Context: an optimization exercise on an open-source flow, tuned for small area, a short achievable clock period and few clock cycles per item. The choices shown serve that exercise and are no tape-out recipe. Where RTL was checked, it was by simulation tests only, not by an equivalence proof against the original. Power and IR drop assume default switching activity.

Setup of AL:
==> flow/design.v <==
`default_nettype none
package gf_field_pkg;
   localparam int GF_WIDTH  = 32;
   localparam int GF_HALF   = GF_WIDTH / 2;
   localparam int GF_PROD_W = 2 * GF_WIDTH - 1;
   localparam int GF_PART_W = 2 * GF_HALF - 1;
   localparam int GF_LANES  = 3;
   typedef logic [GF_HALF-1:0]   gf_half_t;
   typedef logic [GF_PART_W-1:0] gf_partial_t;
   typedef logic [GF_PROD_W-1:0] gf_product_t;
   typedef logic [GF_WIDTH-1:0]  gf_word_t;
endpackage
`default_nettype wire
`default_nettype none
package wb_bus_pkg;
   localparam int WB_ADR_W = 4;
   localparam int WB_DAT_W = 32;
   typedef struct packed {
      logic                cyc;
      logic                stb;
      logic                we;
      logic [WB_ADR_W-1:0] adr;
      logic [WB_DAT_W-1:0] dat_w;
   } wb_req_t;
   typedef struct packed {
      logic                ack;
      logic [WB_DAT_W-1:0] dat_r;
   } wb_rsp_t;
   localparam logic [WB_ADR_W-1:0] REG_OPA     = 4'd0;
   localparam logic [WB_ADR_W-1:0] REG_OPB     = 4'd1;
   localparam logic [WB_ADR_W-1:0] REG_PROD_LO = 4'd2;
   localparam logic [WB_ADR_W-1:0] REG_PROD_HI = 4'd3;
   localparam logic [WB_ADR_W-1:0] REG_RESULT  = 4'd4;
   localparam logic [WB_ADR_W-1:0] REG_STATUS  = 4'd5;
   localparam int STATUS_BUSY_BIT = 0;
endpackage
`default_nettype wire
`default_nettype none
module clmul_kara
#(
   parameter int N   = 32,
   parameter int LEV = 1
) (
   input  logic [N-1:0]   a,
   input  logic [N-1:0]   b,
   output logic [2*N-2:0] p
);
   if (LEV == 0 || N < 4) begin : g_sb
      always_comb begin
         p = '0;
         for (int i = 0; i < N; i++) begin
            for (int j = 0; j < N; j++) begin
               p[i+j] = p[i+j] ^ (a[i] & b[j]);
            end
         end
      end
   end else begin : g_k
      localparam int H = N / 2;
      logic [2*H-2:0] z0, z1, z2, mid;
      clmul_kara #(.N(H), .LEV(LEV-1)) u_lo  (.a(a[H-1:0]),            .b(b[H-1:0]),            .p(z0));
      clmul_kara #(.N(H), .LEV(LEV-1)) u_mid (.a(a[H-1:0] ^ a[N-1:H]), .b(b[H-1:0] ^ b[N-1:H]), .p(z1));
      clmul_kara #(.N(H), .LEV(LEV-1)) u_hi  (.a(a[N-1:H]),            .b(b[N-1:H]),            .p(z2));
      assign mid = z0 ^ z1 ^ z2;
      always_comb begin
         p = '0;
         p[2*H-2:0]   = z0;
         p[2*N-2:N]   = z2;
         p[H +: 2*H-1] = p[H +: 2*H-1] ^ mid;
      end
   end
endmodule
`default_nettype wire
`default_nettype none
module gf_reduce
#(
   parameter logic [31:0] FIELD_POLY = 32'h0000_008D
) (
   input  logic [62:0] product,
   output logic [31:0] result
);
   logic [62:0] rem;
   always_comb begin
      rem = product;
      for (int i = 62; i >= 32; i--) begin
         if (rem[i]) begin
            rem = rem ^ (63'd1 << i) ^ ({31'd0, FIELD_POLY} << (i - 32));
         end
      end
   end
   assign result = rem[31:0];
endmodule
`default_nettype wire
`default_nettype none
module gf_mul_top
#(
   parameter logic [31:0] FIELD_POLY = 32'h0000_008D
) (
   input  logic        clk,
   input  logic        rst,
   input  logic        wb_cyc_i,
   input  logic        wb_stb_i,
   input  logic        wb_we_i,
   input  logic [3:0]  wb_adr_i,
   input  logic [31:0] wb_dat_i,
   output logic        wb_ack_o,
   output logic [31:0] wb_dat_o
);
   logic [31:0] op_a;
   logic [31:0] op_b;
   logic [62:0] prod_q;
   logic [62:0] prod_c;
   logic [31:0] result;
   logic        req;
   assign req      = wb_cyc_i && wb_stb_i;
   assign wb_ack_o = req;
   clmul_kara #(.N(32), .LEV(1)) u_clmul (.a(op_a), .b(wb_dat_i), .p(prod_c));
   gf_reduce #(.FIELD_POLY(FIELD_POLY)) u_reduce (.product(prod_q), .result(result));
   always_ff @(posedge clk) begin
      if (rst) begin
         op_a   <= '0;
         op_b   <= '0;
         prod_q <= '0;
      end else if (req && wb_we_i) begin
         if (wb_adr_i == 4'd0) op_a <= wb_dat_i;
         if (wb_adr_i == 4'd1) begin
            op_b   <= wb_dat_i;
            prod_q <= prod_c;
         end
      end
   end
   logic [4:0] sel;
   always_comb begin
      for (int i = 0; i < 5; i++) sel[i] = (wb_adr_i == 4'(i));
   end
   assign wb_dat_o = ({32{sel[0]}} & op_a)
                   | ({32{sel[1]}} & op_b)
                   | ({32{sel[2]}} & prod_q[31:0])
                   | ({32{sel[3]}} & {1'b0, prod_q[62:32]})
                   | ({32{sel[4]}} & result);
endmodule
`default_nettype wire
Settings: LEC_CHECK=0, CAP_MARGIN=20, CORE_MARGIN=2, CORE_UTILIZATION=40, SLEW_MARGIN=20; clock period 3.0 ns.
standard.sh (not shown) runs the stock make flow with config.mk's settings and CLKGATE_MAP_FILE= SYNTH_SCRIPT=/design/flow/synth_recipe.tcl, a recipe that flattens the netlist after the stock synthesis.
==> flow/flow/run.sh <==
#!/bin/bash
# The standard layout, with the input and output port buffers made from plain buf cells
set -euo pipefail
bash standard.sh "BUFFER_PORTS_ARGS=-buffer_cell sky130_fd_sc_hd__buf_4" finish > make_finish.log 2>&1
AL went all the way through the flow, and no timing, DRC or antenna check failed.
Relative to AL, the following input files were edited for MS:
--- a/flow/design.v
+++ b/flow/design.v
@@ -69,6 +69,17 @@
       end
    end
 endmodule
+module clmul_32x16
+(
+   input  logic [31:0] a,
+   input  logic [15:0] b,
+   output logic [46:0] p
+);
+   logic [30:0] lo, hi;
+   clmul_kara #(.N(16), .LEV(0)) u_lo (.a(a[15:0]),  .b(b), .p(lo));
+   clmul_kara #(.N(16), .LEV(0)) u_hi (.a(a[31:16]), .b(b), .p(hi));
+   assign p = {16'd0, lo} ^ {hi, 16'd0};
+endmodule
 `default_nettype wire
 `default_nettype none
 module gf_reduce
@@ -108,34 +119,49 @@
    logic [31:0] op_a;
    logic [31:0] op_b;
    logic [62:0] prod_q;
-   logic [62:0] prod_c;
+   logic        busy;       
+   logic [15:0] mul_b;
+   logic [46:0] part;
    logic [31:0] result;
    logic        req;
-   assign req      = wb_cyc_i && wb_stb_i;
-   assign wb_ack_o = req;
-   clmul_kara #(.N(32), .LEV(1)) u_clmul (.a(op_a), .b(wb_dat_i), .p(prod_c));
+   logic        wr;
+   logic        hold;
+   assign req  = wb_cyc_i && wb_stb_i;
+   assign wr   = req && wb_we_i;
+   assign hold = busy && (wb_we_i ? (wb_adr_i == 4'd1)
+                                  : (wb_adr_i == 4'd2 || wb_adr_i == 4'd3 || wb_adr_i == 4'd4));
+   assign wb_ack_o = req && !hold;
+   assign mul_b = busy ? op_b[15:0] : wb_dat_i[31:16];
+   clmul_32x16 u_clmul (.a(op_a), .b(mul_b), .p(part));
    gf_reduce #(.FIELD_POLY(FIELD_POLY)) u_reduce (.product(prod_q), .result(result));
    always_ff @(posedge clk) begin
       if (rst) begin
          op_a   <= '0;
          op_b   <= '0;
          prod_q <= '0;
-      end else if (req && wb_we_i) begin
-         if (wb_adr_i == 4'd0) op_a <= wb_dat_i;
-         if (wb_adr_i == 4'd1) begin
+         busy   <= 1'b0;
+      end else begin
+         busy <= 1'b0;
+         if (busy) begin
+            prod_q <= {prod_q[46:0], 16'd0} ^ {16'd0, part};
+         end else if (wr && wb_adr_i == 4'd1) begin
             op_b   <= wb_dat_i;
-            prod_q <= prod_c;
+            prod_q <= {16'd0, part};
+            busy   <= 1'b1;
          end
+         if (wr && wb_adr_i == 4'd0) op_a <= wb_dat_i;
       end
    end
-   logic [4:0] sel;
    always_comb begin
-      for (int i = 0; i < 5; i++) sel[i] = (wb_adr_i == 4'(i));
+      case (wb_adr_i)
+         4'd0:    wb_dat_o = op_a;
+         4'd1:    wb_dat_o = op_b;
+         4'd2:    wb_dat_o = prod_q[31:0];
+         4'd3:    wb_dat_o = {1'b0, prod_q[62:32]};
+         4'd4:    wb_dat_o = result;
+         4'd5:    wb_dat_o = {31'd0, busy};
+         default: wb_dat_o = '0;
+      endcase
    end
-   assign wb_dat_o = ({32{sel[0]}} & op_a)
-                   | ({32{sel[1]}} & op_b)
-                   | ({32{sel[2]}} & prod_q[31:0])
-                   | ({32{sel[3]}} & {1'b0, prod_q[62:32]})
-                   | ({32{sel[4]}} & result);
 endmodule
 `default_nettype wire
==> run summary <==
MS against AL: clock share of power moved up, layout inverter count without the clock tree moved up, number of cells traversed by the worst register-to-register path moved down.
Looking at peak per-stage delay on the critical path, MS sits below AL.
Flop count, AL -> MS: increased
Die area | MS < AL
MS vs. AL: total power density per cell area went up by about 14%.
Testbench counts of MS, summed over its fixed seeds: cycles 14,352, items 3,200.
No functional check of the RTL was part of AL.

## what the ideal ports hide
The flow's constraints put no driver on any port. The routed layouts listed below were extracted and timed again, unchanged, in two steps. Step 1 assumes that a clkbuf_16 drives the clock port and a buf_2 every other input. Step 2 also shifts input and output timing later by t, the mid clock arrival at the registers, as if the neighbouring blocks saw the same clock. Three values: ideal ports, drivers, drivers and shift; two values: the first two.
| run | shift t [ns] | setup WS [ns] | hold WS [ns] | slew at the worst register clock pin (ns) | cell pins on the clock port's net |
|---|---|---|---|---|---|
| AL | 0.504 | 0.130 / 0.069 / -0.011 | 0.447 / 0.409 / 0.458 | 0.06 / 0.06 | 1 |
| MS | 0.495 | 0.074 / 0.016 / 0.115 | 0.404 / 0.369 / 0.460 | 0.07 / 0.07 | 1 |
With both steps, setup timing fails in AL, where it was met with ideal ports. The setup slack of AL, which loses most, moves by -0.061 ns with the drivers and by -0.141 ns with both steps.
